Background: an optimization exercise with open tools, aiming at small area. Do not read the settings as production practice.
In this exercise RTL edits were held to simulation tests only and were not proved equivalent to the original.
Power figures rest on the tool's default switching activity, not on a simulated workload. The clock port is modelled as an ideal driver; clocking choices that lean on that would not hold on a real chip.

<file path="design.v">
`default_nettype none
package core_pkg;
   localparam logic [2:0] S_FETCH = 3'd0;   
   localparam logic [2:0] S_WAIT  = 3'd1;   
   localparam logic [2:0] S_RUN   = 3'd2;   
   localparam logic [2:0] S_MEM   = 3'd3;   
   localparam logic [2:0] S_HALT  = 3'd4;
   localparam logic [2:0] K_FINAL = 3'd0;   
   localparam logic [2:0] K_SHAMT = 3'd1;   
   localparam logic [2:0] K_FILL  = 3'd2;   
   localparam logic [2:0] K_CMP   = 3'd3;   
   localparam logic [2:0] K_COND  = 3'd4;   
   localparam logic [2:0] K_ADDR  = 3'd5;   
endpackage
`default_nettype wire
`default_nettype none
module alu (
   input  wire logic [3:0] op,
   input  wire logic [1:0] a,
   input  wire logic [1:0] b,
   input  wire logic [1:0] pc,
   input  wire logic       cin,
   input  wire logic [1:0] sh,
   input  wire logic [1:0] slt,
   output logic      [1:0] result,
   output logic            cout
);
   logic [1:0] w_aa, w_bb, w_sum;
   logic       w_c1;
   assign w_aa = (op == 4'd10) ? pc : a;
   assign w_bb = (op == 4'd1 || op == 4'd7) ? ~b : b;
   assign {w_c1, w_sum[0]} = {1'b0, w_aa[0]} + {1'b0, w_bb[0]} + {1'b0, cin};
   assign {cout, w_sum[1]} = {1'b0, w_aa[1]} + {1'b0, w_bb[1]} + {1'b0, w_c1};
   always_comb begin
      case (op)
         4'd0, 4'd1, 4'd10: result = w_sum;
         4'd2:    result = a & b;
         4'd3:    result = a | b;
         4'd4:    result = a ^ b;
         4'd5, 4'd6: result = sh;
         4'd7:    result = slt;
         4'd8:    result = a;
         4'd9:    result = b;
         default: result = 2'b00;
      endcase
   end
endmodule
`default_nettype wire
`default_nettype none
module core_regfile (
   input  wire logic        clk,
   input  wire logic        we,
   input  wire logic [4:0]  waddr,
   input  wire logic [1:0]  wdata,
   input  wire logic [4:0]  raddr,
   input  wire logic [1:0]  pc_bits,
   output logic      [1:0]  rdata
);
   logic [63:0] w_taps;
   genvar i;
   generate
      for (i = 0; i < 31; i++) begin : g_reg
         logic [31:0] r_q;
         always_ff @(posedge clk) begin
            r_q <= {(we && waddr == 5'(i)) ? wdata : r_q[1:0], r_q[31:2]};
         end
         assign w_taps[2*i +: 2] = r_q[1:0];
      end
   endgenerate
   assign w_taps[63:62] = pc_bits;
   assign rdata = w_taps[{raddr, 1'b0} +: 2];
endmodule
`default_nettype wire
`default_nettype none
module core_v2
#(
   parameter int              XLEN     = 32,
   parameter int              ADDR_W   = 13,
   parameter int              SEL_W    = 2,
   parameter logic [XLEN-1:0] RESET_PC = '0
)(
   input  wire logic  clk,
   input  wire logic  rst,
   output logic              bus_req,
   output logic [ADDR_W-1:0] bus_addr,
   output logic [SEL_W-1:0]  bus_sel,
   output logic [1:0]        bus_op,
   output logic [XLEN-1:0]   bus_wdata,
   input  wire logic         bus_ack,
   input  wire logic [XLEN-1:0] bus_rdata,
   output logic       halted,
   output logic       illegal,
   output logic [XLEN-1:0] pc
);
   logic [3:0]  r_cnt;
   logic [2:0]  r_state;
   logic [1:0]  r_rnd;
   logic [31:0] r_i, r_w, r_pc;
   logic [4:0]  r_sh;
   logic        r_cy, r_cyp, r_flag;
   logic [2:0]  w_type;
   logic [3:0]  w_op;
   logic [4:0]  w_ra, w_rb, w_rc;
   logic        w_alu, w_mem, w_br, w_store, w_load, w_shift, w_slt;
   logic [2:0]  w_kind;
   logic        w_run, w_final, w_last, w_req, w_take;
   logic [4:0]  w_psel;
   logic [1:0]  w_pr, w_a, w_b, w_res, w_wd, w_inc, w_pcin, w_tap, w_shout, w_slt2, w_wfill;
   logic        w_cin, w_cout, w_ci, w_c1, w_we, w_wshift;
   logic [4:0]  w_seff;
   logic [3:0]  w_m;
   logic        w_hold, w_ev, w_od, w_e2, r_prev;
   logic [2:0]  w_ntype;
   assign w_type  = r_i[2:0];
   assign w_op    = r_i[6:3];
   assign w_ra    = r_i[11:7];
   assign w_rb    = r_i[16:12];
   assign w_rc    = r_i[21:17];
   assign w_alu   = (w_type == 3'd1) || (w_type == 3'd2) || (w_type == 3'd3);
   assign w_mem   = (w_type == 3'd4);
   assign w_br    = (w_type == 3'd6);
   assign w_store = w_mem && w_op[0];
   assign w_load  = w_mem && !w_op[0];
   assign w_shift = (w_op == 4'd5) || (w_op == 4'd6);
   assign w_slt   = (w_op == 4'd7);
   always_comb begin
      w_kind = core_pkg::K_FINAL;
      case (w_type)
         3'd1: if (r_rnd == 2'd0) w_kind = w_shift ? core_pkg::K_SHAMT :
                                           w_slt ? core_pkg::K_CMP : core_pkg::K_FINAL;
         3'd2: if (r_rnd == 2'd0) w_kind = w_shift ? core_pkg::K_FILL :
                                           w_slt ? core_pkg::K_CMP : core_pkg::K_FINAL;
         3'd3: begin
            if (r_rnd == 2'd0)      w_kind = w_shift ? core_pkg::K_SHAMT : core_pkg::K_FILL;
            else if (r_rnd == 2'd1) w_kind = w_shift ? core_pkg::K_FILL :
                                             w_slt ? core_pkg::K_CMP : core_pkg::K_FINAL;
         end
         3'd4: if (r_rnd == 2'd0)      w_kind = w_store ? core_pkg::K_FILL : core_pkg::K_ADDR;
               else if (r_rnd == 2'd1) w_kind = core_pkg::K_ADDR;
         3'd6: if (r_rnd == 2'd0) w_kind = core_pkg::K_COND;
         default: ;
      endcase
   end
   assign w_run   = (r_state == core_pkg::S_RUN);
   assign w_final = w_run && (w_kind == core_pkg::K_FINAL);
   assign w_last  = (r_cnt == 4'd15);
   assign w_psel = ((w_type == 3'd1) ||
                    (r_rnd == 2'd0 && (w_type == 3'd3 || w_type == 3'd6 || w_store))) ? w_rc : w_rb;
   core_regfile u_regfile (
      .clk     (clk),
      .we      (w_we),
      .waddr   (w_ra),
      .wdata   (w_wd),
      .raddr   (w_psel),
      .pc_bits (r_pc[1:0]),
      .rdata   (w_pr)
   );
   always_comb begin
      case (w_type)
         3'd1:    begin w_a = r_w[13:12]; w_b = w_pr;        end
         3'd2:    begin w_a = w_pr;       w_b = r_w[18:17];  end
         default: begin w_a = w_pr;       w_b = r_w[1:0];    end
      endcase
   end
   assign w_seff = (w_type == 3'd2) ? w_rc : r_sh;
   assign w_m    = w_seff[4:1];
   assign w_hold = (w_op == 4'd5) && (r_cnt < w_m);
   always_comb begin
      w_ev = 1'b0; w_od = 1'b0; w_e2 = 1'b0;
      for (int k = 0; k < 16; k++) begin
         if (w_m == 4'(k)) begin
            w_ev = r_w[2*k];
            w_od = r_w[2*k+1];
            w_e2 = (k == 15) ? 1'b0 : r_w[2*k+2];
         end
      end
   end
   always_comb begin
      if (w_op == 4'd6)
         w_shout = w_seff[0] ? {w_e2, w_od} : {w_od, w_ev};
      else if (w_hold)
         w_shout = 2'b00;
      else
         w_shout = w_seff[0] ? {r_w[0], r_prev} : r_w[1:0];
   end
   assign w_slt2 = {1'b0, (r_cnt == 4'd0) ? r_flag : 1'b0};
   assign w_cin  = (r_cnt == 4'd0) ? (w_op == 4'd1 || w_op == 4'd7) : r_cy;
   alu u_alu (
      .op     (w_op),
      .a      (w_a),
      .b      (w_b),
      .pc     (r_pc[1:0]),
      .cin    (w_cin),
      .sh     (w_shout),
      .slt    (w_slt2),
      .result (w_res),
      .cout   (w_cout)
   );
   assign w_wd  = w_mem ? r_w[1:0] : w_res;
   assign w_we  = !rst && w_final && (w_alu || w_load) && (w_ra != 5'd31);
   assign w_ci  = (r_cnt == 4'd0) ? 1'b1 : r_cyp;
   assign w_inc = {r_pc[1] ^ (r_pc[0] & w_ci), r_pc[0] ^ w_ci};
   assign w_c1  = r_pc[1] & r_pc[0] & w_ci;
   always_comb begin
      w_pcin = r_pc[1:0];
      if (w_final) begin
         if ((w_alu || w_load) && w_ra == 5'd31) w_pcin = w_wd;
         else if (w_br && r_flag)                w_pcin = w_pr;
         else                                    w_pcin = w_inc;
      end
   end
   assign w_wshift = w_run && !(w_kind == core_pkg::K_SHAMT && r_cnt > 4'd5) &&
                     (w_kind != core_pkg::K_ADDR) &&
                     !(w_kind == core_pkg::K_FINAL && w_alu && w_hold);
   assign w_wfill  = (w_kind == core_pkg::K_FILL) ? w_pr : 2'b00;
   assign w_req  = (r_state == core_pkg::S_FETCH) || (r_state == core_pkg::S_MEM) ||
                   (w_final && w_last);
   assign w_take = w_req && bus_ack;
   assign bus_req   = w_req && !rst;
   assign bus_addr  = (r_state == core_pkg::S_MEM)   ? r_i[30:18] :
                      (r_state == core_pkg::S_FETCH) ? r_pc[12:0] : r_pc[14:2];
   assign bus_sel   = (r_state == core_pkg::S_MEM) ? r_i[6:5] : 2'b00;
   assign bus_op    = (r_state == core_pkg::S_MEM) ? r_i[4:3] : 2'b00;
   assign bus_wdata = r_w;
   assign w_ntype = bus_rdata[2:0];
   always_ff @(posedge clk) begin
      if (rst) begin
         r_cnt   <= 4'd0;
         r_state <= core_pkg::S_FETCH;
         r_rnd   <= 2'd0;
         r_pc    <= RESET_PC;
      end else begin
         r_cnt <= r_cnt + 4'd1;
         case (r_state)
            core_pkg::S_FETCH: if (bus_ack) begin
               r_rnd   <= 2'd0;
               r_state <= (w_ntype == 3'd5 || w_ntype == 3'd7) ? core_pkg::S_HALT :
                          w_last ? core_pkg::S_RUN : core_pkg::S_WAIT;
            end
            core_pkg::S_WAIT: if (w_last) r_state <= core_pkg::S_RUN;
            core_pkg::S_MEM: if (bus_ack) begin
               r_rnd   <= 2'd3;
               r_state <= w_last ? core_pkg::S_RUN : core_pkg::S_WAIT;
            end
            core_pkg::S_RUN: if (w_last) begin
               if (w_kind == core_pkg::K_FINAL) begin
                  r_rnd <= 2'd0;
                  if (bus_ack)
                     r_state <= (w_ntype == 3'd5 || w_ntype == 3'd7) ? core_pkg::S_HALT :
                                core_pkg::S_RUN;
                  else
                     r_state <= core_pkg::S_FETCH;
               end else if (w_kind == core_pkg::K_ADDR) begin
                  r_state <= core_pkg::S_MEM;
               end else begin
                  r_rnd <= r_rnd + 2'd1;
               end
            end
            default: ;
         endcase
         if (w_run) r_pc <= {w_pcin, r_pc[31:2]};
      end
   end
   always_ff @(posedge clk) begin
      if (w_take && r_state != core_pkg::S_MEM)
         r_i <= {bus_rdata[31:22],
                 (w_ntype == 3'd4 || w_ntype == 3'd6) ? bus_rdata[11:7] : bus_rdata[21:17],
                 bus_rdata[16:0]};
      else if (w_run && w_kind == core_pkg::K_ADDR && r_cnt < 4'd7)
         r_i[31:18] <= {w_pr, r_i[31:20]};
      if (w_take)        r_w <= bus_rdata;
      else if (w_wshift) r_w <= {w_wfill, r_w[31:2]};
      if (w_run && w_kind == core_pkg::K_SHAMT) begin
         if (r_cnt == 4'd0) r_sh[1:0] <= w_pr;
         if (r_cnt == 4'd1) r_sh[3:2] <= w_pr;
         if (r_cnt == 4'd2) r_sh[4]   <= w_pr[0];
      end
      r_prev <= w_final && w_wshift && r_w[1];
      r_cy   <= w_cout;
      r_cyp  <= w_c1;
      if (w_run && w_kind == core_pkg::K_CMP && w_last) r_flag <= !w_cout;
      else if (w_run && w_kind == core_pkg::K_COND)
         r_flag <= ((r_cnt == 4'd0) ? 1'b0 : r_flag) | w_pr[0] | w_pr[1];
   end
   assign halted  = (r_state == core_pkg::S_HALT);
   assign illegal = halted && (r_i[2:0] == 3'd7);
   assign pc      = r_pc;
endmodule
`default_nettype wire
</file>
<file path="flow/run.sh">
#!/bin/bash
# Standard layout (the standard.sh), with two knobs that ORFS reads from the
# environment: port buffers use the smallest buffer cell, and clock tree
# synthesis uses large sink clusters without dummy loads.
set -euo pipefail
export BUFFER_PORTS_ARGS="-buffer_cell sky130_fd_sc_hd__buf_1"
export CTS_ARGS="-sink_clustering_enable -repair_clock_nets -dont_use_dummy_load -sink_clustering_size 36 -sink_clustering_max_diameter 60 -buf_list sky130_fd_sc_hd__clkbuf_16"
bash standard.sh finish > standard_flow.log 2>&1
</file>
<file path="standard.sh">
#!/bin/bash
# synth_recipe.tcl (not shown) runs the flow's synth.tcl, then flattens the netlist and writes it again
# the make line also repeats each setting of config.mk as NAME=value (left out here)
make -C /OpenROAD-flow-scripts/flow DESIGN_CONFIG=/design/flow/config.mk WORK_HOME=/design/flow/orfs CLKGATE_MAP_FILE= SYNTH_SCRIPT=/design/flow/synth_recipe.tcl "${@:-finish}"
</file>
<file path="config.mk">
export PLATFORM = sky130hd
export DESIGN_NAME = core_v2
export DESIGN_NICKNAME = core_v2
export VERILOG_FILES = /design/flow/design.v
export SDC_FILE = /design/flow/constraint.sdc
export NUM_CORES = 4
export LEC_CHECK = 0
export ABC_AREA = 1
export CAP_MARGIN = 20
export CORE_MARGIN = 2
export CORE_UTILIZATION = 60
export SLEW_MARGIN = 20
</file>
<file path="constraint.sdc">
create_clock -name core_clock -period 12.0 [get_ports {clk}]
set_input_delay 2.4000 -clock core_clock [delete_from_list [all_inputs] [get_ports {clk}]]
set_output_delay 2.4000 -clock core_clock [all_outputs]
set_load 0.01 [all_outputs]
</file>
==> results of run 1 <==
==> metrics by stage <==
stage	worst slack (ns)	cells	hold WS [ns]	utilization	total power, µW
after floorplan	6.612	2230	0.3096	-	4890
after global placement	6.469	2920	0.3095	0.6280	5228
after detailed placement	6.463	2920	0.3121	0.6280	5259
after CTS	6.061	2964	0.2715	0.6518	6870
after global routing	5.879	2965	0.2719	0.6523	7153
final	6.157	2965	0.2680	0.6523	6838
==> critical path: cells and delay by family (launching register included) <==
kind / cells / cell delay, ns
and+or+nand+nor: 4 / 1.35
buffers and inverters: 6 / 1.04
DFF: 1 / 0.36
AOI/OAI and AO/OA: 1 / 0.11
==> registers in the layout (all words and copies together) (netlist names) <==
signal,flops
u_regfile.g.r_q,992
r_i,32
r_pc,32
r_w,32
r_sh,5
r_cnt,4
r_state,3
r_rnd,2
r_cy,1
r_cyp,1
r_flag,1
r_prev,1
==> worst max-delay path by stage <==
stage                     endpoint  slack [ns]  cells past startpoint
final                      bus_req        6.16                     11
after global routing       bus_req        5.88                     11
after CTS                  bus_req        6.06                     10
after detailed placement   bus_req        6.46                      4
after global placement     bus_req        6.47                      4
after floorplan            bus_req        6.61                      3
==> logic make-up after synthesis <==
| kind of cell | count (synthesis) |
|---|---|
| buffers and inverters | 237 |
| AOI/OAI and AO/OA | 204 |
| and+or+nand+nor | 660 |
| muxes | 4 |
| xor gates and xnor gates | 3 |
| DFF | 1106 |
| adders and majority gates | 16 |
==> final cells by class <==
| type | instances | area (µm²) |
|---|---|---|
| Clock buffer | 44 | 1101 |
| Fill cell | 3551 | 16120 |
| Inverter | 195 | 732.0 |
| Multi-Input combinational cell | 887 | 4283 |
| Sequential cell | 1106 | 22840 |
| Tap cell | 607 | 759.5 |
| Timing Repair Buffer | 126 | 524.3 |
==> metal layers <==
metal / global-route usage / share of wire
met3: 0.03519 / 0.045
met2: 0.3241 / 0.44
met1: 0.2874 / 0.47
met4: 0.08345 / 0.038
met5: 0 / 0
==> power groups by stage <==
stage,registers [µW],clock network [µW],logic [µW]
after floorplan,4090,0,795
after global placement,4130,0,1100
after detailed placement,4130,0,1130
after CTS,4050,1690,1130
after global routing,4060,1820,1270
final,4050,1650,1140
==> layout by cell type (no fill, tap or decap), drive strengths merged, types with 2 or more instances in the layout <==
cell and n:
dfxtp 1036, nand2 399, inv 194, buf 125, o21ai 113, nor2 108, nand3 91, edfxtp 70
clkbuf 45, nor3 39, a21oi 33, nand4 20, a211oi 15, ha 14, o221ai 11, o211ai 10
o22ai 4, a221oi 4, a31oi 4, mux2 4, xor2 3, o21bai 2, a21boi 2, fa 2
o31ai 2
==> flow_metrics.tcl, run 1 <==
set metrics [dict create \
    run_status "timing/DRC/antenna clean" \
    timing.fmax_mhz 171.1 \
    timing.hold.worst_endpoint "u_regfile.g_reg[11].r_q[26]$_DFF_P_" \
    path_category_of_the_worst_min_delay_check "reg -> reg" \
    num_antenna_cells 0 \
    worstHoldPathCells 0 \
    post_synth_xor_area_fraction 0.0009355 \
    post-cts-setup-buffers 0 \
    reg2reg_slack_ns 6.70 \
    floorplan.die.height_um 220.4 \
    max_cap_violations 0 \
    final_hold_viol_count 0 \
    synth_compound_gate_area_share 0.04277 \
    core_mm2 0.04636 \
    synth_cells 2230 \
    clk_pwr_share 0.241 \
    h-tree-depth 2 \
    ioPinCount 119 \
    portBuffers 118 \
    skew_ns 0.07526 \
    timing.hold.worst.start "u_regfile.g_reg[11].r_q[28]$_DFF_P_" \
    layout-area-overhead-vs-synth_pct 7.676 \
    r2r_start "r_i[1]$_DFFE_PP_" \
    crit_path_start_kind "register" \
    clock_path_buffers 3 \
    critPathMaxFanout 13 \
    post_synth_edffs 70 \
    floorplan.die.width_um 220.4 \
    cts_tree "done" \
    grt.overflow.total 0 \
    final_layout_size_suffix_gt1_frac 0.03605 \
    area_of_the_mapped_netlist_mm2 0.02809 \
    grt_max_degree 52 \
    finalWorstPathRequiredPeriod_ns 5.843 \
    route.vias.total 14530 \
    crit_required_ns 9.60 \
    postSynthNetCount 2281 \
    path_class "reg -> out" \
    crit_path_cell_trace "inv_1 -> nor2_1 -> inv_1 -> nor2_1 -> clkinv_1 -> nand2_1 -> inv_1 -> o21ai_1 -> inv_1 -> nor2_1 -> buf_1" \
    synth_seq_cells 1106 \
    antenna_found_initial 1 \
    setup.worst_path.start "r_state[0]$_SDFFE_PP0P_" \
    dpl_cell_area_mm2 0.02911 \
    crit_path_frequent_cell "sky130_fd_sc_hd__inv_1" \
    yosys.area_share.adder 0.007662 \
    worstReg2RegEnd "u_regfile.g_reg[11].r_q[31]$_DFF_P_" \
    cts_made_buffers 44 \
    cts-root-buf "sky130_fd_sc_hd__clkbuf_16" \
    post_synth_and_or_nand_nor_area_fraction 0.09908 \
    fp.dieArea_mm2 0.04856 \
    setup_tns_ns 0 \
    grt_pass1_wl_um 75450 \
    netlist_top_cells_count "sky130_fd_sc_hd__dfxtp_1 (1036), sky130_fd_sc_hd__nand2_1 (389), sky130_fd_sc_hd__inv_1 (187)" \
    firstDrtPassIters 5 \
    cpPeakStageDelay_ns 0.68 \
    count_of_different_cell_masters_after_synthesis 45 \
    ys_async_sr_fraction 0 \
    crit_path_end_kind "output pin" \
    p_int_uw 4879 \
    pwr-share-seq 0.592 \
    post_cts.resized_instances 0 \
    global_route.usage.total 0.2066 \
    placement_rows 79 \
    ff2ff_path_depth 27 \
    netSwitchingPower_uw 1959 \
    synthTopCellsByArea "sky130_fd_sc_hd__dfxtp_1 (74%), sky130_fd_sc_hd__edfxtp_1 (7.5%), sky130_fd_sc_hd__nand2_1 (5.2%), sky130_fd_sc_hd__inv_1 (2.5%), sky130_fd_sc_hd__o21ai_0 (1.6%)" \
    ir_worst_vdd_uv 179.3 \
    setup_violations 0 \
    grt_setup_unrepaired "false" \
    swShare 0.2864 \
    drt_iter0_drc 887 \
    post_drt_via_cell_ratio 4.899 \
    routabilityCongestion 0.8929 \
    clock_insertion_delay_worst_skew_ns 0.61 \
    power.density_cell_area_mw_per_mm2 226.1 \
    synth_top_area_frac 0.7385 \
    synthMostInstantiatedCell "sky130_fd_sc_hd__dfxtp_1" \
    grt_pass1_vias 13710 \
    drcViolationCount 0 \
    synth.mux.area_fraction 0.001604 \
    worstMarginPinSlew_ns 0.9031 \
    final_period_utilization 0.4869 \
    drtAntennaViolNets 0 \
    crit_path_dat_ns 3.44 \
    synth.yosys.seq_area_share 0.8133 \
    combPwrFrac 0.167 \
    largest_family_of_logic_cells_by_synthesized_area "simple AND/OR/NAND/NOR gates" \
    dominant_cell_type_by_area_after_synthesis "sky130_fd_sc_hd__dfxtp_1" \
    cellLeakagePower_uw 0.01241 \
    crit_slowest_cell "sky130_fd_sc_hd__nor2_1" \
    detail_route.wl_per_cell_um 16.86 \
    syn_avg_cell_area_um2 12.59 \
    place.detailed.hpwl_um 35580 \
    yosys_most_used_dff "sky130_fd_sc_hd__dfxtp_1" \
    detail_route.wirelength_um 50000 \
    hold_buffers 0 \
    max-slew-margin-rel 0.3957 \
    count_of_pins_over_their_slew_limit 0 \
    final_area_mm2 0.03024 \
    start_util 0.6058 \
    clock_tree_sinks 1106 \
    warnings_from_yosys 3 \
    clkTransAtPathRegs_ns 0.09 \
    finalNetCount 2411 \
]
==> run 2, diff against run 1 <==
==> flow/run.sh (replaced) <==
#!/bin/bash
# Layout flow: the standard synthesis, then the combinational logic of its
# netlist is mapped again for area (flip-flops are kept as they are: same
# instances, names and cells; the new netlist is used only if Yosys proves it
# equivalent to the standard one), then the standard layout from the
# floorplan on. Two knobs that ORFS reads from the environment: port buffers
# use the smallest buffer cell, and clock tree synthesis uses large sink
# clusters without dummy loads.
set -euo pipefail
export BUFFER_PORTS_ARGS="-buffer_cell sky130_fd_sc_hd__buf_1"
export CTS_ARGS="-sink_clustering_enable -repair_clock_nets -dont_use_dummy_load -sink_clustering_size 40 -sink_clustering_max_diameter 40 -buf_list sky130_fd_sc_hd__clkbuf_16"

R=orfs/results/sky130hd/core_v2/base
LIB=$FLOW_HOME/platforms/sky130hd/lib/sky130_fd_sc_hd__tt_025C_1v80.lib
YOSYS=$(command -v yosys || echo "$FLOW_HOME/../tools/install/yosys/bin/yosys")
SEQ="sky130_fd_sc_hd__dfxtp_1 sky130_fd_sc_hd__edfxtp_1"

bash standard.sh synth > standard_synth.log 2>&1
cp $R/1_2_yosys.v standard_synth.v

DU=""
for c in sky130_fd_sc_hd__probe_p_8 sky130_fd_sc_hd__probec_p_8 sky130_fd_sc_hd__lpflow_bleeder_1 sky130_fd_sc_hd__lpflow_clkbufkapwr_1 sky130_fd_sc_hd__lpflow_clkbufkapwr_16 sky130_fd_sc_hd__lpflow_clkbufkapwr_2 sky130_fd_sc_hd__lpflow_clkbufkapwr_4 sky130_fd_sc_hd__lpflow_clkbufkapwr_8 sky130_fd_sc_hd__lpflow_clkinvkapwr_1 sky130_fd_sc_hd__lpflow_clkinvkapwr_16 sky130_fd_sc_hd__lpflow_clkinvkapwr_2 sky130_fd_sc_hd__lpflow_clkinvkapwr_4 sky130_fd_sc_hd__lpflow_clkinvkapwr_8 sky130_fd_sc_hd__lpflow_decapkapwr_12 sky130_fd_sc_hd__lpflow_decapkapwr_3 sky130_fd_sc_hd__lpflow_decapkapwr_4 sky130_fd_sc_hd__lpflow_decapkapwr_6 sky130_fd_sc_hd__lpflow_decapkapwr_8 sky130_fd_sc_hd__lpflow_inputiso0n_1 sky130_fd_sc_hd__lpflow_inputiso0p_1 sky130_fd_sc_hd__lpflow_inputiso1n_1 sky130_fd_sc_hd__lpflow_inputiso1p_1 sky130_fd_sc_hd__lpflow_inputisolatch_1 sky130_fd_sc_hd__lpflow_isobufsrc_1 sky130_fd_sc_hd__lpflow_isobufsrc_16 sky130_fd_sc_hd__lpflow_isobufsrc_2 sky130_fd_sc_hd__lpflow_isobufsrc_4 sky130_fd_sc_hd__lpflow_isobufsrc_8 sky130_fd_sc_hd__lpflow_isobufsrckapwr_16 sky130_fd_sc_hd__lpflow_lsbuf_lh_hl_isowell_tap_1 sky130_fd_sc_hd__lpflow_lsbuf_lh_hl_isowell_tap_2 sky130_fd_sc_hd__lpflow_lsbuf_lh_hl_isowell_tap_4 sky130_fd_sc_hd__lpflow_lsbuf_lh_isowell_4 sky130_fd_sc_hd__lpflow_lsbuf_lh_isowell_tap_1 sky130_fd_sc_hd__lpflow_lsbuf_lh_isowell_tap_2 sky130_fd_sc_hd__lpflow_lsbuf_lh_isowell_tap_4 ; do DU="$DU -dont_use $c"; done

cat > remap.ys <<EOY
read_liberty -overwrite -ignore_miss_func $LIB
blackbox $SEQ
read_verilog standard_synth.v
hierarchy -top $FLOW_TOP
flatten
techmap
opt -purge
abc -liberty $LIB $DU -script $PWD/flow/area.abc
splitnets
opt_clean -purge
hilomap -singleton -hicell sky130_fd_sc_hd__conb_1 HI -locell sky130_fd_sc_hd__conb_1 LO
insbuf -buf sky130_fd_sc_hd__buf_4 A X
stat -liberty $LIB
write_verilog -noattr -nohex -nodec remapped.v
EOY

cat > equiv.ys <<EOY
read_liberty -overwrite -ignore_miss_func $LIB
read_verilog standard_synth.v
rename $FLOW_TOP gold
read_verilog remapped.v
rename $FLOW_TOP gate
flatten gold gate
rename -hide w:_*
opt_clean
equiv_make gold gate equiv
equiv_simple
equiv_induct
equiv_status -assert
EOY

if "$YOSYS" -l remap.log -q remap.ys > /dev/null 2>&1 &&
   "$YOSYS" -l equiv.log -q equiv.ys > /dev/null 2>&1; then
  cp remapped.v $R/1_2_yosys.v
  rm -f $R/1_synth.odb $R/1_synth.sdc
fi
bash standard.sh finish > standard_flow.log 2>&1
==> flow/area.abc (new file) <==
strash; dch -f; amap; topo; strash; dch -f; amap; topo
==> run 2 against run 1 <==
Compared with the run above: still clean on timing, DRC and antenna; critical path depth rose by 15; register-to-register slack got worse by 3.8 ns; via count is 2.5% lower; area after synthesis decreased by 3.0%; non-clock buffer count did not move; highest routed layer unchanged.
==> flow_metrics.tcl, run 2 <==
set metrics [dict create \
    num_antenna_cells 0 \
    cts_tree "done" \
    r2r_start "r_i[2]$_DFFE_PP_" \
    finalWorstPathRequiredPeriod_ns 9.103 \
    synth_cells 1960 \
    core_mm2 0.04509 \
    placement_rows 78 \
    worstMarginPinSlew_ns 1.113 \
    power.density_cell_area_mw_per_mm2 227.6 \
    total_area_of_multi_input_combinational_cells_mm2 0.003460 \
    post_drt_via_cell_ratio 5.196 \
    routabilityCongestion 0.8960 \
    reg2reg_slack_ns 2.90 \
    post-cts-setup-buffers 0 \
    hold_buffers 0 \
    final_area_mm2 0.03063 \
    cellLeakagePower_uw 0.01159 \
    route.vias.total 14160 \
    clkTransAtPathRegs_ns 0.08 \
    regArea_mm2 0.02284 \
    crit_path_start_kind "register" \
    critPathMaxFanout 33 \
    start_util 0.6045 \
    dpl_cell_area_mm2 0.02804 \
    run_status "timing/DRC/antenna clean" \
    largest_register_ffs 992 \
    ioPinCount 119 \
    syn_avg_cell_area_um2 13.90 \
    setup_violations 0 \
    cts_made_buffers 103 \
    fp.dieArea_mm2 0.04714 \
    clk_pwr_share 0.383 \
    count_of_pins_over_their_slew_limit 0 \
    cpPeakStageDelay_ns 0.93 \
    setup_tns_ns 0 \
    fillerInstances 3092 \
    h-tree-depth 3 \
    final_layout_size_suffix_gt1_frac 0.05459 \
    crit_path_frequent_cell "sky130_fd_sc_hd__clkinv_1" \
    crit_required_ns 12.50 \
    registers.top_by_ff_count "u_regfile.g.r_q" \
    grt_setup_unrepaired "false" \
    path_category_of_the_worst_min_delay_check "reg -> reg" \
    postSynthNetCount 1995 \
    layout-area-overhead-vs-synth_pct 12.40 \
    skew_ns 0.07140 \
    p_int_uw 5414 \
    layout.cells.most_common "sky130_fd_sc_hd__dfxtp_1" \
    post_cts.resized_instances 0 \
    detail_route.wirelength_um 53260 \
    floorplan.die.width_um 217.1 \
    final-instance-count-excl-fill 2725 \
    ir_worst_vdd_uv 157.2 \
    area_of_the_mapped_netlist_mm2 0.02725 \
    clock_path_buffers 3 \
    clock_tree_sinks 1106 \
    worst-path-buf-inv 5 \
    cpLargestDelayFamily "compound AO/OA/AOI/OAI gates" \
    final_period_utilization 0.7585 \
    swShare 0.2233 \
    crit_slowest_cell "sky130_fd_sc_hd__clkinv_1" \
    portBuffers 118 \
    final_hold_viol_count 0 \
    max-slew-margin-rel 0.2582 \
    finalNetCount 2162 \
    crit_path_end_kind "register" \
    place.detailed.hpwl_um 34290 \
    whs_ns 0.2877 \
    grt_max_degree 48 \
    grt_pass1_wl_um 81450 \
    combPwrFrac 0.064 \
    floorplan.die.height_um 217.1 \
    timing.fmax_mhz 109.9 \
    global_route.usage.total 0.2301 \
    grt_pass1_vias 14530 \
    max_cap_violations 0 \
    netSwitchingPower_uw 1557 \
    crit_path_dat_ns 9.60 \
    cts-root-buf "sky130_fd_sc_hd__clkbuf_16" \
    antenna_found_initial 2 \
    final_cell_mix "sky130_fd_sc_hd__dfxtp_1 (1036), sky130_fd_sc_hd__nor2_1 (168), sky130_fd_sc_hd__clkinv_1 (133)" \
    setup.worst_path.start "r_i[2]$_DFFE_PP_" \
    path_class "reg -> reg" \
    grt.overflow.total 0 \
    detail_route.wl_per_cell_um 19.55 \
    firstDrtPassIters 6 \
    drt_iter0_drc 956 \
    timing.hold.worst.start "u_regfile.g_reg[28].r_q[6]$_DFF_P_" \
    drtAntennaViolNets 0 \
    warnings_from_yosys 3 \
    drcViolationCount 0 \
    dp_cells 2622 \
    pwr-share-seq 0.553 \
    clock_insertion_delay_worst_skew_ns 0.65 \
]
## run 2: path summary, 6_finish.rpt
check	end	cells after the start
worst max-delay path	u_regfile.g_reg[30].r_q[31]$_DFF_P_	26
worst min-delay path	u_regfile.g_reg[28].r_q[4]$_DFF_P_	0
worst max register to register	u_regfile.g_reg[30].r_q[31]$_DFF_P_	26
worst min register to register	u_regfile.g_reg[28].r_q[4]$_DFF_P_	0
## run 2: final cells by class
class / instances / area share
Sequential cell: 1106 / 0.7457
Tap cell: 600 / 0.02451
Clock buffer: 103 / 0.08414
Inverter: 133 / 0.01630
Timing Repair Buffer: 126 / 0.01642
Multi-Input combinational cell: 657 / 0.1129
## run 2: per-stage QoR
step / setup slack [ns] / util / power (µW)
CTS: 2.891 / 0.6790 / 7025
finish: 2.897 / 0.6794 / 6971
global route: 2.173 / 0.6794 / 7218
global placement: 3.374 / 0.6219 / 4362
detailed placement: 2.945 / 0.6219 / 4367
floorplan: 4.393 / - / 4224
## run 2: power by group through the flow
stage | logic [µW] | clock network, µW | registers (µW)
final | 448 | 2670 | 3850
after global routing | 491 | 2870 | 3850
after CTS | 440 | 2730 | 3850
after detailed placement | 438 | 0 | 3930
after global placement | 431 | 0 | 3930
after floorplan | 321 | 0 | 3900
## run 2: per-layer routing
metal,global-route usage,vias up,part of all wire
met5,0,-,0
met4,0.1027,0,0.041
met3,0.04612,134,0.050
met2,0.3630,476,0.46
met1,0.3104,6728,0.45
li1,-,6821,-
==> run 3, diff against run 2 <==
--- a/flow/run.sh
+++ b/flow/run.sh
@@ -10,3 +10,3 @@
 export BUFFER_PORTS_ARGS="-buffer_cell sky130_fd_sc_hd__buf_1"
-export CTS_ARGS="-sink_clustering_enable -repair_clock_nets -dont_use_dummy_load -sink_clustering_size 40 -sink_clustering_max_diameter 40 -buf_list sky130_fd_sc_hd__clkbuf_16"
+export CTS_ARGS="-sink_clustering_enable -repair_clock_nets -dont_use_dummy_load -sink_clustering_size 36 -sink_clustering_max_diameter 60 -buf_list sky130_fd_sc_hd__clkbuf_16"
 
==> run 3 against run 2 <==
Compared with the run above: sequential share of layout area increased by 3.6 points; sequential cell count unchanged; die area unchanged; largest cell class unchanged; total power decreased by 14%; setup slack improved by 0.11 ns; non-clock buffer count unchanged; still clean on timing, DRC and antenna; sequential power about the same.
==> flow_metrics.tcl, run 3 <==
set metrics [dict create \
    run_status "timing/DRC/antenna clean" \
    post-cts-setup-buffers 0 \
    max_cap_violations 0 \
    synth_cells 1960 \
    num_antenna_cells 0 \
    portBuffers 118 \
    drcViolationCount 0 \
    drtAntennaViolNets 0 \
    wirelength_met1_um 23730 \
    registers.top_by_ff_count "u_regfile.g.r_q" \
    final_layout_size_suffix_gt1_frac 0.02900 \
    setup_tns_ns 0 \
    fp.dieArea_mm2 0.04714 \
    setup_violations 0 \
    route.vias.total 13610 \
    fillerInstances 3334 \
    antenna_found_initial 0 \
    final_period_utilization 0.7490 \
    firstDrtPassIters 5 \
    routabilityCongestion 0.8960 \
    max-slew-margin-rel 0.2683 \
    final_cell_mix "sky130_fd_sc_hd__dfxtp_1 (1036), sky130_fd_sc_hd__nor2_1 (168), sky130_fd_sc_hd__clkinv_1 (133)" \
    largest_register_ffs 992 \
    post_cts.resized_instances 0 \
    finalNetCount 2106 \
    grt.overflow.total 0 \
    wire_length_on_met2_um 22170 \
    power.density_cell_area_mw_per_mm2 205.4 \
    worstMarginPinSlew_ns 1.097 \
    critPathMaxFanout 33 \
    ioPinCount 119 \
    cts_tree "done" \
    postLayoutCoreUtil 0.6483 \
    crit_required_ns 12.49 \
    drt_iter0_drc 847 \
    final_hold_viol_count 0 \
    place.detailed.hpwl_um 34290 \
    grt_setup_unrepaired "false" \
    start_util 0.6045 \
    clkTransAtPathRegs_ns 0.12 \
    clock_path_buffers 3 \
    detail_route.wirelength_um 50150 \
    clock_tree_sinks 1106 \
    core_mm2 0.04509 \
    crit_path_dat_ns 9.48 \
    cellLeakagePower_uw 0.01090 \
    grt_pass1_wl_um 75900 \
    ir_worst_vdd_uv 186.3 \
    clock_insertion_delay_worst_skew_ns 0.62 \
    layout.cells.most_common "sky130_fd_sc_hd__dfxtp_1" \
    postSynthNetCount 1995 \
    layout-area-overhead-vs-synth_pct 7.254 \
    crit_path_start_kind "register" \
    path_category_of_the_worst_min_delay_check "reg -> reg" \
    path_class "reg -> reg" \
    grt_max_degree 48 \
    crit_path_end_kind "register" \
    h-tree-depth 2 \
    warnings_from_yosys 3 \
    post_drt_via_cell_ratio 5.098 \
    finalWorstPathRequiredPeriod_ns 8.988 \
    area_of_the_mapped_netlist_mm2 0.02725 \
    cts-root-buf "sky130_fd_sc_hd__clkbuf_16" \
    count_of_pins_over_their_slew_limit 0 \
    met3WireLength_um 2218 \
    hold_buffers 0 \
    grt_pass1_vias 13370 \
    global_route.usage.total 0.2141 \
    maxUsedRoutingLayer "met4" \
    timing.fmax_mhz 111.3 \
    cts_made_buffers 47 \
    floorplan.die.height_um 217.1 \
    floorplan.die.width_um 217.1 \
    skew_ns 0.1018 \
    detail_route.wl_per_cell_um 18.79 \
    syn_avg_cell_area_um2 13.90 \
    placement_rows 78 \
]
## run 3: changes by cell type in the layout (fill, tap and decap cells not counted), sizes merged
| cell | change |
|---|---|
| clkbuf | -56 |
## run 3: final cells by class
| cell class | count | area, µm² | area share |
|---|---|---|---|
| flip-flops and latches | 1106 | 22840 | 0.7814 |
| multi-input cells | 657 | 3460 | 0.1184 |
| clock buffers | 47 | 1176 | 0.04024 |
| inverters | 133 | 499.2 | 0.01708 |
| repair buffers | 126 | 503.0 | 0.01721 |
| well taps | 600 | 750.7 | 0.02568 |
## run 3: worst max-delay path, stage by stage, from the launching register on
cell and delay, ns:
sky130_fd_sc_hd__edfxtp_1 0.38, sky130_fd_sc_hd__clkinv_1 0.14, sky130_fd_sc_hd__nor3_1 0.54, sky130_fd_sc_hd__nor2b_1 0.25
sky130_fd_sc_hd__nor2_1 0.06, sky130_fd_sc_hd__o211ai_1 0.57, sky130_fd_sc_hd__clkinv_1 0.38, sky130_fd_sc_hd__o22ai_4 0.72
sky130_fd_sc_hd__clkinv_1 0.92, sky130_fd_sc_hd__o22ai_1 0.45, sky130_fd_sc_hd__o22ai_1 0.11, sky130_fd_sc_hd__o21ai_0 0.27
sky130_fd_sc_hd__o21ai_0 0.13, sky130_fd_sc_hd__o22ai_1 0.45, sky130_fd_sc_hd__clkinv_1 0.40, sky130_fd_sc_hd__a221oi_1 0.64
sky130_fd_sc_hd__nand2_1 0.09, sky130_fd_sc_hd__o21ai_0 0.15, sky130_fd_sc_hd__nor2_1 0.07, sky130_fd_sc_hd__nor2_1 0.16
sky130_fd_sc_hd__and2_0 0.17, sky130_fd_sc_hd__nor2_1 0.06, sky130_fd_sc_hd__o21ai_0 0.16, sky130_fd_sc_hd__a21oi_1 0.11
sky130_fd_sc_hd__a21oi_1 0.21, sky130_fd_sc_hd__clkinv_1 0.84, sky130_fd_sc_hd__a21oi_1 0.45
## run 3: power by group
| group | total [µW] | internal, µW | switching, µW |
|---|---|---|---|
| clock | 1710 | 704 | 1000 |
| sequential | 3850 | 3790 | 54.3 |
| combinational | 447 | 122 | 325 |
## run 3: path summary, 6_finish.rpt
check / startpoint / to / slack (ns) / cells after the start
setup reg to reg: r_i[2]$_DFFE_PP_ / u_regfile.g_reg[30].r_q[31]$_DFF_P_ / 3.01 / 26
hold reg to reg: u_regfile.g_reg[26].r_q[29]$_DFF_P_ / u_regfile.g_reg[26].r_q[27]$_DFF_P_ / 0.28 / 0
setup / recovery: r_i[2]$_DFFE_PP_ / u_regfile.g_reg[30].r_q[31]$_DFF_P_ / 3.01 / 26
hold / removal: u_regfile.g_reg[26].r_q[29]$_DFF_P_ / u_regfile.g_reg[26].r_q[27]$_DFF_P_ / 0.28 / 0
## run 3: routing by layer
metal | vias to the layer above | GRT usage
met1 | 6424 | 0.2993
met3 | 107 | 0.03089
met5 | - | 0
li1 | 6703 | -
met4 | 0 | 0.09612
met2 | 373 | 0.3346
## run 3: stage by stage
stage               setup WS, ns  instances  cell area (µm²)  power [µW]  hold WS [ns]
floorplan                  4.393       1960            27250        4224        0.3096
global placement           3.374       2622            28040        4362        0.3096
detailed placement         2.945       2622            28040        4367        0.3121
CTS                        2.917       2669            29210        6038        0.2703
global route               2.211       2669            29230        6224        0.2756
finish                     3.012       2669            29230        6003        0.2779
==> run 4, diff against run 3 <==
--- a/design.v
+++ b/design.v
@@ -98,3 +98,2 @@
    logic [31:0] r_i, r_w, r_pc;
-   logic [4:0]  r_sh;
    logic        r_cy, r_cyp, r_flag;
@@ -164,3 +163,3 @@
    end
-   assign w_seff = (w_type == 3'd2) ? w_rc : r_sh;
+   assign w_seff = (w_type == 3'd2) ? w_rc : r_i[30:26];
    assign w_m    = w_seff[4:1];
@@ -268,11 +267,11 @@
                  bus_rdata[16:0]};
-      else if (w_run && w_kind == core_pkg::K_ADDR && r_cnt < 4'd7)
-         r_i[31:18] <= {w_pr, r_i[31:20]};
+      else begin
+         if (w_run && ((w_kind == core_pkg::K_ADDR && r_cnt < 4'd7) ||
+                       (w_kind == core_pkg::K_SHAMT && r_cnt < 4'd3)))
+            r_i[31:22] <= {w_pr, r_i[31:24]};
+         if (w_run && w_kind == core_pkg::K_ADDR && r_cnt < 4'd7)
+            r_i[21:18] <= r_i[23:20];
+      end
       if (w_take)        r_w <= bus_rdata;
       else if (w_wshift) r_w <= {w_wfill, r_w[31:2]};
-      if (w_run && w_kind == core_pkg::K_SHAMT) begin
-         if (r_cnt == 4'd0) r_sh[1:0] <= w_pr;
-         if (r_cnt == 4'd1) r_sh[3:2] <= w_pr;
-         if (r_cnt == 4'd2) r_sh[4]   <= w_pr[0];
-      end
       r_prev <= w_final && w_wshift && r_w[1];
--- a/flow/run.sh
+++ b/flow/run.sh
@@ -29,2 +29,3 @@
 flatten
+rename -hide w:_*
 techmap
==> run 4 against run 3 <==
Compared with the run above: still clean; final area fell by 0.64%; global-route usage is 0.36 points higher; sequential cell count shrank 5; total power about the same; critical endpoint is now u_regfile.g_reg[11].r_q[31]$_DFF_P_; largest power group unchanged.
==> flow_metrics.tcl, run 4 <==
set metrics [dict create \
    floorplan.die.width_um 214.6 \
    cts-root-buf "sky130_fd_sc_hd__clkbuf_16" \
    path_category_of_the_worst_min_delay_check "reg -> reg" \
    setup_violations 0 \
    cts_made_buffers 45 \
    grt_pass1_vias 13190 \
    h-tree-depth 2 \
    grt_max_degree 49 \
    antenna_found_initial 0 \
    core_mm2 0.04403 \
    drt_iter0_drc 977 \
    combPwrFrac 0.085 \
    pwr-share-seq 0.637 \
    p_int_uw 4591 \
    portBuffers 118 \
    count_of_pins_over_their_slew_limit 0 \
    grt.overflow.total 0 \
    timing.fmax_mhz 129.9 \
    worstMarginPinSlew_ns 1.053 \
    setup_tns_ns 0 \
    crit_required_ns 12.44 \
    drcViolationCount 0 \
    final_period_utilization 0.6416 \
    final_hold_viol_count 0 \
    regArea_mm2 0.02269 \
    start_util 0.6046 \
    post_cts.resized_instances 0 \
    global_route.usage.total 0.2176 \
    max-slew-margin-rel 0.2979 \
    floorplan.die.height_um 214.6 \
    ir_worst_vdd_uv 173.3 \
    placement_rows 77 \
    cts_tree "done" \
    layout.cells.most_common "sky130_fd_sc_hd__dfxtp_1" \
    detail_route.wirelength_um 50080 \
    route.vias.total 13510 \
    num_antenna_cells 0 \
    largest_register_ffs 992 \
    fillerInstances 3151 \
    worstHoldPathCells 0 \
    finalWorstPathRequiredPeriod_ns 7.699 \
    finalNetCount 2093 \
    post_drt_via_cell_ratio 5.101 \
    synth_cells 1884 \
    ff2ff_path_depth 26 \
    critPathMaxFanout 31 \
    firstDrtPassIters 5 \
    clock_tree_sinks 1101 \
    crit_path_start_kind "register" \
    clkTransAtPathRegs_ns 0.11 \
    layout-area-overhead-vs-synth_pct 9.095 \
    final_cell_mix "sky130_fd_sc_hd__dfxtp_1 (1036), sky130_fd_sc_hd__nor2_1 (180), sky130_fd_sc_hd__clkinv_1 (147)" \
    whs_ns 0.2815 \
    crit_path_end_kind "register" \
    area_of_the_mapped_netlist_mm2 0.02662 \
    drtAntennaViolNets 0 \
    registers.top_by_ff_count "u_regfile.g.r_q" \
    max_cap_violations 0 \
    warnings_from_yosys 3 \
    fp.dieArea_mm2 0.04607 \
    final_layout_size_suffix_gt1_frac 0.02918 \
    run_status "timing/DRC/antenna clean" \
    clk_pwr_share 0.278 \
    clock_path_buffers 3 \
    clock_insertion_delay_worst_skew_ns 0.61 \
    detail_route.wl_per_cell_um 18.91 \
    hold_buffers 0 \
    power.density_cell_area_mw_per_mm2 206.6 \
    syn_avg_cell_area_um2 14.13 \
    crit_path_dat_ns 8.14 \
    grt_setup_unrepaired "false" \
    place.detailed.hpwl_um 34030 \
    skew_ns 0.07594 \
    swShare 0.2350 \
    post-cts-setup-buffers 0 \
    netSwitchingPower_uw 1410 \
    total_area_of_multi_input_combinational_cells_mm2 0.003422 \
    path_class "reg -> reg" \
    routabilityCongestion 0.8873 \
    cellLeakagePower_uw 0.01085 \
    postSynthNetCount 1919 \
    ioPinCount 119 \
    grt_pass1_wl_um 75550 \
]
-- run 4: power groups by stage --
stage               logic, µW  registers [µW]  clock network (µW)
finish                    509            3820                1670
global route              559            3830                1830
CTS                       505            3820                1710
detailed placement        502            3900                   0
global placement          496            3900                   0
floorplan                 315            3890                   0
-- run 4: worst paths after layout --
path | from | endpoint | slack [ns]
worst max-delay path | r_i[2]$_DFFE_PP_ | u_regfile.g_reg[11].r_q[31]$_DFF_P_ | 4.30
worst min-delay path | u_regfile.g_reg[26].r_q[26]$_DFF_P_ | u_regfile.g_reg[26].r_q[24]$_DFF_P_ | 0.28
worst max register to register | r_i[2]$_DFFE_PP_ | u_regfile.g_reg[11].r_q[31]$_DFF_P_ | 4.30
worst min register to register | u_regfile.g_reg[26].r_q[26]$_DFF_P_ | u_regfile.g_reg[26].r_q[24]$_DFF_P_ | 0.28
-- run 4: layout make-up --
type | count | area share
flip-flops and latches | 1101 | 0.7813
multi-input cells | 636 | 0.1178
clock buffers | 45 | 0.03877
well taps | 592 | 0.02550
inverters | 147 | 0.01900
repair buffers | 127 | 0.01758
-- run 4: critical path, cell delays in order (launching register included) --
cell                       delay (ns)
sky130_fd_sc_hd__edfxtp_1        0.41
sky130_fd_sc_hd__clkinv_1        0.11
sky130_fd_sc_hd__nor3_1          0.34
sky130_fd_sc_hd__clkinv_1        0.34
sky130_fd_sc_hd__nor2_1          0.19
sky130_fd_sc_hd__nor2_1          0.05
sky130_fd_sc_hd__o211ai_1        0.56
sky130_fd_sc_hd__clkinv_1        0.35
sky130_fd_sc_hd__o22ai_4         0.67
sky130_fd_sc_hd__clkinv_1        0.85
sky130_fd_sc_hd__o22a_1          0.46
sky130_fd_sc_hd__o221ai_1        0.18
sky130_fd_sc_hd__nand2_1         0.10
sky130_fd_sc_hd__o32ai_1         0.14
sky130_fd_sc_hd__o32ai_1         0.24
sky130_fd_sc_hd__a222oi_1        0.69
sky130_fd_sc_hd__clkinv_1        0.23
sky130_fd_sc_hd__o22ai_1         0.31
sky130_fd_sc_hd__nor2_1          0.07
sky130_fd_sc_hd__nor2_1          0.16
sky130_fd_sc_hd__and2_0          0.18
sky130_fd_sc_hd__nor2_1          0.07
sky130_fd_sc_hd__nor2_1          0.10
sky130_fd_sc_hd__a211oi_1        0.06
sky130_fd_sc_hd__o22ai_2         0.20
sky130_fd_sc_hd__buf_4           0.36
sky130_fd_sc_hd__a21oi_1         0.12
-- run 4: through the flow --
stage	power [µW]	utilization	instances	cell area, µm²	setup slack (ns)
floorplan	4207	-	1884	26620	4.020
global placement	4400	0.6339	2603	27910	4.327
detailed placement	4406	0.6339	2603	27910	4.008
CTS	6035	0.6595	2648	29040	4.025
global route	6214	0.6596	2648	29040	3.465
finish	6001	0.6596	2648	29040	4.301
-- run 4: metal layers --
| layer | part of all wire | global-route usage |
|---|---|---|
| met5 | 0 | 0 |
| met2 | 0.44 | 0.3435 |
| met1 | 0.47 | 0.3056 |
| met3 | 0.055 | 0.03645 |
| met4 | 0.034 | 0.08102 |
==> run 5, diff against run 4 <==
--- a/flow/run.sh
+++ b/flow/run.sh
@@ -10,3 +10,3 @@
 export BUFFER_PORTS_ARGS="-buffer_cell sky130_fd_sc_hd__buf_1"
-export CTS_ARGS="-sink_clustering_enable -repair_clock_nets -dont_use_dummy_load -sink_clustering_size 36 -sink_clustering_max_diameter 60 -buf_list sky130_fd_sc_hd__clkbuf_16"
+export CTS_ARGS="-sink_clustering_enable -repair_clock_nets -dont_use_dummy_load -sink_clustering_size 36 -sink_clustering_max_diameter 80 -buf_list sky130_fd_sc_hd__clkbuf_16"
 
==> run 5 against run 4 <==
Compared with the run above: still clean; non-clock buffer count unchanged; final area decreased by 0.34%; core utilization decreased by 0.23 points; sequential cell count unchanged; sequential power about the same; worst hold slack got worse by 0.022 ns; die area unchanged; maximum frequency increased by 0.16%; clock skew increased by 0.011 ns; synthesized cell count unchanged; register-to-register slack about the same.
==> flow_metrics.tcl, run 5 <==
set metrics [dict create \
    count_of_pins_over_their_slew_limit 0 \
    setup_tns_ns 0 \
    setup_violations 0 \
    cts-root-buf "sky130_fd_sc_hd__clkbuf_16" \
    crit_path_dat_ns 8.16 \
    syn_avg_cell_area_um2 14.13 \
    grtUsageMet3 0.03291 \
    path_category_of_the_worst_min_delay_check "reg -> reg" \
    detail_route.wirelength_um 49340 \
    start_util 0.6046 \
    power.density_cell_area_mw_per_mm2 205.0 \
    placement_rows 77 \
    cts_tree "done" \
    warnings_from_yosys 3 \
    global_route.usage.total 0.2133 \
    final_area_mm2 0.02894 \
    finalNetCount 2089 \
    timing.fmax_mhz 130.1 \
    total_area_of_multi_input_combinational_cells_mm2 0.003422 \
    h-tree-depth 2 \
    floorplan.die.height_um 214.6 \
    busiest_layer "met2" \
    ir_worst_vdd_uv 168.0 \
    cpLargestDelayFamily "compound AO/OA/AOI/OAI gates" \
    grt_pass1_wl_um 74180 \
    hold_buffers 0 \
    layout-area-overhead-vs-synth_pct 8.718 \
    p_total_uw 5932 \
    max_cap_violations 0 \
    clock_path_buffers 3 \
    largest_register_ffs 992 \
    cpPeakStageDelay_ns 0.85 \
    route.vias.total 13430 \
    area_of_the_mapped_netlist_mm2 0.02662 \
    portBuffers 118 \
    crit_path_frequent_cell "sky130_fd_sc_hd__nor2_1" \
    drtAntennaViolNets 0 \
    dpl_cell_area_mm2 0.02791 \
    path_class "reg -> reg" \
    max-slew-margin-rel 0.2930 \
    num_antenna_cells 0 \
    final_period_utilization 0.6406 \
    fillerInstances 3152 \
    run_status "timing/DRC/antenna clean" \
    post_cts.resized_instances 0 \
    final_cell_mix "sky130_fd_sc_hd__dfxtp_1 (1036), sky130_fd_sc_hd__nor2_1 (180), sky130_fd_sc_hd__clkinv_1 (147)" \
    synth_cells 1884 \
    cellLeakagePower_uw 0.01080 \
    post_drt_via_cell_ratio 5.079 \
    post-cts-setup-buffers 0 \
    core_mm2 0.04403 \
    grt_setup_unrepaired "false" \
    floorplan.die.width_um 214.6 \
    crit_required_ns 12.48 \
    regArea_mm2 0.02269 \
    drcViolationCount 0 \
    grt.met1_usage 0.3041 \
    clock_tree_sinks 1101 \
    grt_pass1_vias 13030 \
    fp.dieArea_mm2 0.04607 \
    crit_path_start_kind "register" \
    registers.top_by_ff_count "u_regfile.g.r_q" \
    postSynthNetCount 1919 \
    crit_path_end_kind "register" \
    grt_max_degree 49 \
    crit_slowest_cell "sky130_fd_sc_hd__clkinv_1" \
    antenna_found_initial 2 \
    place.detailed.hpwl_um 34030 \
    clock_insertion_delay_worst_skew_ns 0.61 \
    postLayoutCoreUtil 0.6574 \
    ioPinCount 119 \
    layout.cells.most_common "sky130_fd_sc_hd__dfxtp_1" \
    routabilityCongestion 0.8873 \
    drt_iter0_drc 996 \
    finalWorstPathRequiredPeriod_ns 7.687 \
    grt.met2_usage 0.3313 \
    skew_ns 0.08650 \
    detail_route.wl_per_cell_um 18.66 \
    worst-path-buf-inv 6 \
    final_hold_viol_count 0 \
    cts_made_buffers 41 \
    clkTransAtPathRegs_ns 0.13 \
    firstDrtPassIters 6 \
    worstMarginPinSlew_ns 1.057 \
    grt.overflow.total 0 \
    critPathMaxFanout 31 \
    final_layout_size_suffix_gt1_frac 0.02729 \
]
==> run 5: changes by cell type in the layout (fill, tap and decap cells not counted), sizes merged <==
cell,change
clkbuf,-4
==> run 5: worst register-to-register path, stage by stage, from the launching register on <==
cell and delay [ns]:
sky130_fd_sc_hd__edfxtp_1 0.42, sky130_fd_sc_hd__clkinv_1 0.11, sky130_fd_sc_hd__nor3_1 0.33, sky130_fd_sc_hd__clkinv_1 0.34, sky130_fd_sc_hd__nor2_1 0.19, sky130_fd_sc_hd__nor2_1 0.05
sky130_fd_sc_hd__o211ai_1 0.56, sky130_fd_sc_hd__clkinv_1 0.36, sky130_fd_sc_hd__o22ai_4 0.68, sky130_fd_sc_hd__clkinv_1 0.86, sky130_fd_sc_hd__o22a_1 0.46, sky130_fd_sc_hd__o221ai_1 0.18
sky130_fd_sc_hd__nand2_1 0.10, sky130_fd_sc_hd__o32ai_1 0.14, sky130_fd_sc_hd__o32ai_1 0.24, sky130_fd_sc_hd__a222oi_1 0.69, sky130_fd_sc_hd__clkinv_1 0.24, sky130_fd_sc_hd__o22ai_1 0.31
sky130_fd_sc_hd__nor2_1 0.07, sky130_fd_sc_hd__nor2_1 0.16, sky130_fd_sc_hd__and2_0 0.18, sky130_fd_sc_hd__nor2_1 0.07, sky130_fd_sc_hd__nor2_1 0.10, sky130_fd_sc_hd__a211oi_1 0.06
sky130_fd_sc_hd__o22ai_2 0.20, sky130_fd_sc_hd__buf_4 0.36, sky130_fd_sc_hd__a21oi_1 0.16
==> run 5: per-stage QoR <==
| step | instances | hold WS [ns] | setup slack [ns] |
|---|---|---|---|
| final | 2644 | 0.2597 | 4.313 |
| after global placement | 2603 | 0.3095 | 4.327 |
| after global routing | 2644 | 0.2648 | 3.461 |
| after floorplan | 1884 | 0.3096 | 4.020 |
| after detailed placement | 2603 | 0.3121 | 4.008 |
| after CTS | 2644 | 0.2621 | 4.015 |
==> run 5: layer usage <==
layer / wire, µm / up-vias
met2: 21530 / 407
met5: 7 / -
met1: 23430 / 6262
met4: 1773 / 2
met3: 2599 / 108
li1: - / 6649
==> run 5: area by class of cell <==
type | instances | area share
tap | 592 | 0.02559
multi-input combinational | 636 | 0.1182
sequential | 1101 | 0.7840
clock buffer | 41 | 0.03545
timing repair buffer | 127 | 0.01764
inverter | 147 | 0.01906
==> run 5: where the power goes <==
group          switching [µW]  internal [µW]
registers                53.0           3770
clock network             979            620
logic                     365            145
==> run 5: path summary, 6_finish.rpt <==
| check | cells after the start | to | slack [ns] | startpoint |
|---|---|---|---|---|
| setup / recovery | 26 | u_regfile.g_reg[0].r_q[31]$_DFF_P_ | 4.31 | r_i[2]$_DFFE_PP_ |
| hold / removal | 0 | u_regfile.g_reg[3].r_q[9]$_DFF_P_ | 0.26 | u_regfile.g_reg[3].r_q[11]$_DFF_P_ |
| setup reg to reg | 26 | u_regfile.g_reg[0].r_q[31]$_DFF_P_ | 4.31 | r_i[2]$_DFFE_PP_ |
| hold reg to reg | 0 | u_regfile.g_reg[3].r_q[9]$_DFF_P_ | 0.26 | u_regfile.g_reg[3].r_q[11]$_DFF_P_ |
==> run 6, diff against run 5 <==
--- a/flow/run.sh
+++ b/flow/run.sh
@@ -10,3 +10,3 @@
 export BUFFER_PORTS_ARGS="-buffer_cell sky130_fd_sc_hd__buf_1"
-export CTS_ARGS="-sink_clustering_enable -repair_clock_nets -dont_use_dummy_load -sink_clustering_size 36 -sink_clustering_max_diameter 80 -buf_list sky130_fd_sc_hd__clkbuf_16"
+export CTS_ARGS="-sink_clustering_enable -repair_clock_nets -dont_use_dummy_load -sink_clustering_size 32 -sink_clustering_max_diameter 70 -buf_list sky130_fd_sc_hd__clkbuf_16"
 
--- a/config.mk
+++ b/config.mk
@@ -11,2 +11,4 @@
 export CORE_UTILIZATION = 60
+export GPL_ROUTABILITY_DRIVEN = 0
+export GPL_TIMING_DRIVEN = 0
 export SLEW_MARGIN = 20
==> run 6 against run 5 <==
Compared with the run above: area after synthesis is the same; first-iteration DRC count is 1.0% higher; global-route usage decreased by 2.0 points; sequential share of layout area is 0.52 points lower; maximum frequency shrank 12%; clock skew decreased by 0.014 ns; count of clock-buffer cells in the layout is 2 higher; final cell count rose by 0.11%; die area stayed put; total power grew 1.2%; clock power about the same; critical path type unchanged.
==> flow_metrics.tcl, run 6 <==
set metrics [dict create \
    netSwitchingPower_uw 1419 \
    antenna_found_initial 2 \
    finalNetCount 2090 \
    detail_route.wl_per_cell_um 16.96 \
    skew_ns 0.07207 \
    max-slew-margin-rel 0.2638 \
    crit_path_end_kind "register" \
    route.vias.total 13490 \
    h-tree-depth 2 \
    post-route-worst-setup-slack_ns 3.275 \
    syn_avg_cell_area_um2 14.13 \
    postSynthNetCount 1919 \
    run_status "timing/DRC/antenna clean" \
    cts-root-buf "sky130_fd_sc_hd__clkbuf_16" \
    setup_tns_ns 0 \
    post-place-ws_ns 3.520 \
    power.density_cell_area_mw_per_mm2 206.1 \
    synth_cells 1884 \
    placement_rows 77 \
    ir_worst_vdd_uv 142.3 \
    count_of_pins_over_their_slew_limit 0 \
    clock_tree_sinks 1101 \
    drcViolationCount 0 \
    critPathMaxFanout 29 \
    fp.dieArea_mm2 0.04607 \
    ff2ff_path_depth 25 \
    grt.overflow.total 0 \
    p_int_uw 4586 \
    layout-area-overhead-vs-synth_pct 9.442 \
    cellLeakagePower_uw 0.01087 \
    area_of_the_mapped_netlist_mm2 0.02662 \
    clk_pwr_share 0.270 \
    drt_iter0_drc 1006 \
    grt_setup_unrepaired "false" \
    hold_buffers 0 \
    timing.fmax_mhz 114.6 \
    clock_path_buffers 3 \
    cts_tree "done" \
    global_route.usage.total 0.1937 \
    registers.top_by_ff_count "u_regfile.g.r_q" \
    swShare 0.2363 \
    crit_path_start_kind "register" \
    timing.hold.worst.start "u_regfile.g_reg[25].r_q[30]$_DFF_P_" \
    fillerInstances 3283 \
    core_mm2 0.04403 \
    r2r_start "r_i[2]$_DFFE_PP_" \
    warnings_from_yosys 3 \
    final_period_utilization 0.7271 \
    post-cts-setup-buffers 0 \
    portBuffers 118 \
    path_class "reg -> reg" \
    grt_max_degree 33 \
    whs_ns 0.2891 \
    worstHoldPathCells 0 \
    crit_required_ns 12.44 \
    ioPinCount 119 \
    post_drt_via_cell_ratio 5.096 \
    detail_route.wirelength_um 44890 \
    crit_path_dat_ns 9.16 \
    cts_made_buffers 43 \
    final_layout_size_suffix_gt1_frac 0.02923 \
    setup.worst_path.start "r_i[2]$_DFFE_PP_" \
    largest_register_ffs 992 \
    grt_pass1_wl_um 69500 \
    clkTransAtPathRegs_ns 0.11 \
    firstDrtPassIters 5 \
    drtAntennaViolNets 0 \
    place.detailed.hpwl_um 30720 \
    pwr-share-seq 0.636 \
    floorplan.die.width_um 214.6 \
    final_hold_viol_count 0 \
    finalWorstPathRequiredPeriod_ns 8.725 \
    max_cap_violations 0 \
    floorplan.die.height_um 214.6 \
    final_cell_mix "sky130_fd_sc_hd__dfxtp_1 (1036), sky130_fd_sc_hd__nor2_1 (180), sky130_fd_sc_hd__clkinv_1 (147)" \
    layout.cells.most_common "sky130_fd_sc_hd__dfxtp_1" \
    setup_violations 0 \
    grt_pass1_vias 12640 \
    path_category_of_the_worst_min_delay_check "reg -> reg" \
    worstMarginPinSlew_ns 1.104 \
    combPwrFrac 0.094 \
    post_cts.resized_instances 0 \
    clock_insertion_delay_worst_skew_ns 0.59 \
    start_util 0.6046 \
    final_area_mm2 0.02914 \
    dpl_cell_area_mm2 0.02805 \
]
## run 6: area by class of cell
class                      instances  area (µm²)  area share
sequential                      1101       22690      0.7788
tap                              592       740.7     0.02542
timing repair buffer             126       613.1     0.02104
multi-input combinational        636        3457      0.1187
antenna                            2       5.005   0.0001718
clock buffer                      43        1076     0.03693
inverter                         147       551.8     0.01894
## run 6: final timing paths
kind	endpoint	slack [ns]
setup / recovery	u_regfile.g_reg[3].r_q[31]$_DFF_P_	3.27
hold / removal	u_regfile.g_reg[25].r_q[28]$_DFF_P_	0.29
setup reg to reg	u_regfile.g_reg[3].r_q[31]$_DFF_P_	3.27
hold reg to reg	u_regfile.g_reg[25].r_q[28]$_DFF_P_	0.29
## run 6: through the flow
stage,utilization,cells,total power (µW)
2_1_floorplan,-,1884,4207
5_1_grt,0.6616,2645,6234
6_report,0.6617,2647,6005
4_1_cts,0.6615,2645,6051
3_5_place_dp,0.6371,2602,4455
3_3_place_gp,0.6315,2594,4396
## run 6: per-layer routing
layer | vias up | track usage | share of wire
met5 | - | 0 | 0
met2 | 482 | 0.2889 | 0.42
li1 | 6664 | - | -
met3 | 78 | 0.02894 | 0.063
met1 | 6264 | 0.2911 | 0.49
met4 | 0 | 0.06806 | 0.028
## run 6: power groups by stage
stage | combinational, µW | sequential, µW | clock [µW]
after global placement | 494 | 3900 | 0
after floorplan | 315 | 3890 | 0
after global routing | 612 | 3830 | 1800
final | 564 | 3820 | 1620
after detailed placement | 554 | 3900 | 0
after CTS | 557 | 3820 | 1680
## run 6: critical path, stage by stage, from the launching register on
cell and delay [ns]:
sky130_fd_sc_hd__edfxtp_1 0.44, sky130_fd_sc_hd__clkinv_1 0.11, sky130_fd_sc_hd__nor3_1 0.33, sky130_fd_sc_hd__clkinv_1 0.36
sky130_fd_sc_hd__nor2_1 0.22, sky130_fd_sc_hd__nor2_1 0.06, sky130_fd_sc_hd__o211ai_1 0.65, sky130_fd_sc_hd__clkinv_1 0.41
sky130_fd_sc_hd__o22ai_4 0.51, sky130_fd_sc_hd__clkinv_1 0.91, sky130_fd_sc_hd__a221oi_1 0.66, sky130_fd_sc_hd__nor3_1 0.10
sky130_fd_sc_hd__nor3_1 0.37, sky130_fd_sc_hd__o32ai_1 0.30, sky130_fd_sc_hd__a222oi_1 0.75, sky130_fd_sc_hd__clkinv_1 0.25
sky130_fd_sc_hd__o22ai_1 0.29, sky130_fd_sc_hd__nor2_1 0.07, sky130_fd_sc_hd__nor2_1 0.16, sky130_fd_sc_hd__nor2_1 0.06
sky130_fd_sc_hd__nor2_1 0.15, sky130_fd_sc_hd__nor2_1 0.07, sky130_fd_sc_hd__a211oi_1 0.37, sky130_fd_sc_hd__o22ai_4 0.32
sky130_fd_sc_hd__buf_8 0.25, sky130_fd_sc_hd__a21oi_1 0.40

[static timing again, ports no longer ideal]
How much do the figures lean on ideal ports? The routed layouts below were timed once more, with nothing changed but the port constraints.
Step 1: set_driving_cell puts a clkbuf_16 on clk and a buf_2 on each other input, an assumption about the parent block.
Step 2 times the ports against the registers' clock, not the clock port: input delays grow and output delays shrink by t, the midpoint of the rising clock arrivals with the driver on.
a / b / c = ideal ports / drivers / drivers and shift; a / b = the first two.
run	t (ns)	slack for setup (ns)	hold WS [ns]	worst setup path after step 2
run 1	0.633	6.157 / 6.097 / 6.411	0.268 / 0.268 / 0.268	input to output
run 2	0.671	2.897 / 2.897 / 2.897	0.288 / 0.288 / 0.288	register to register
run 3	0.625	3.012 / 3.012 / 3.012	0.278 / 0.278 / 0.278	register to register
run 4	0.628	4.301 / 4.301 / 4.301	0.282 / 0.282 / 0.282	register to register
run 5	0.617	4.313 / 4.313 / 4.313	0.260 / 0.260 / 0.260	register to register
run 6	0.611	3.275 / 3.275 / 3.275	0.289 / 0.289 / 0.289	register to register
After both steps setup and hold are still met in every run listed.
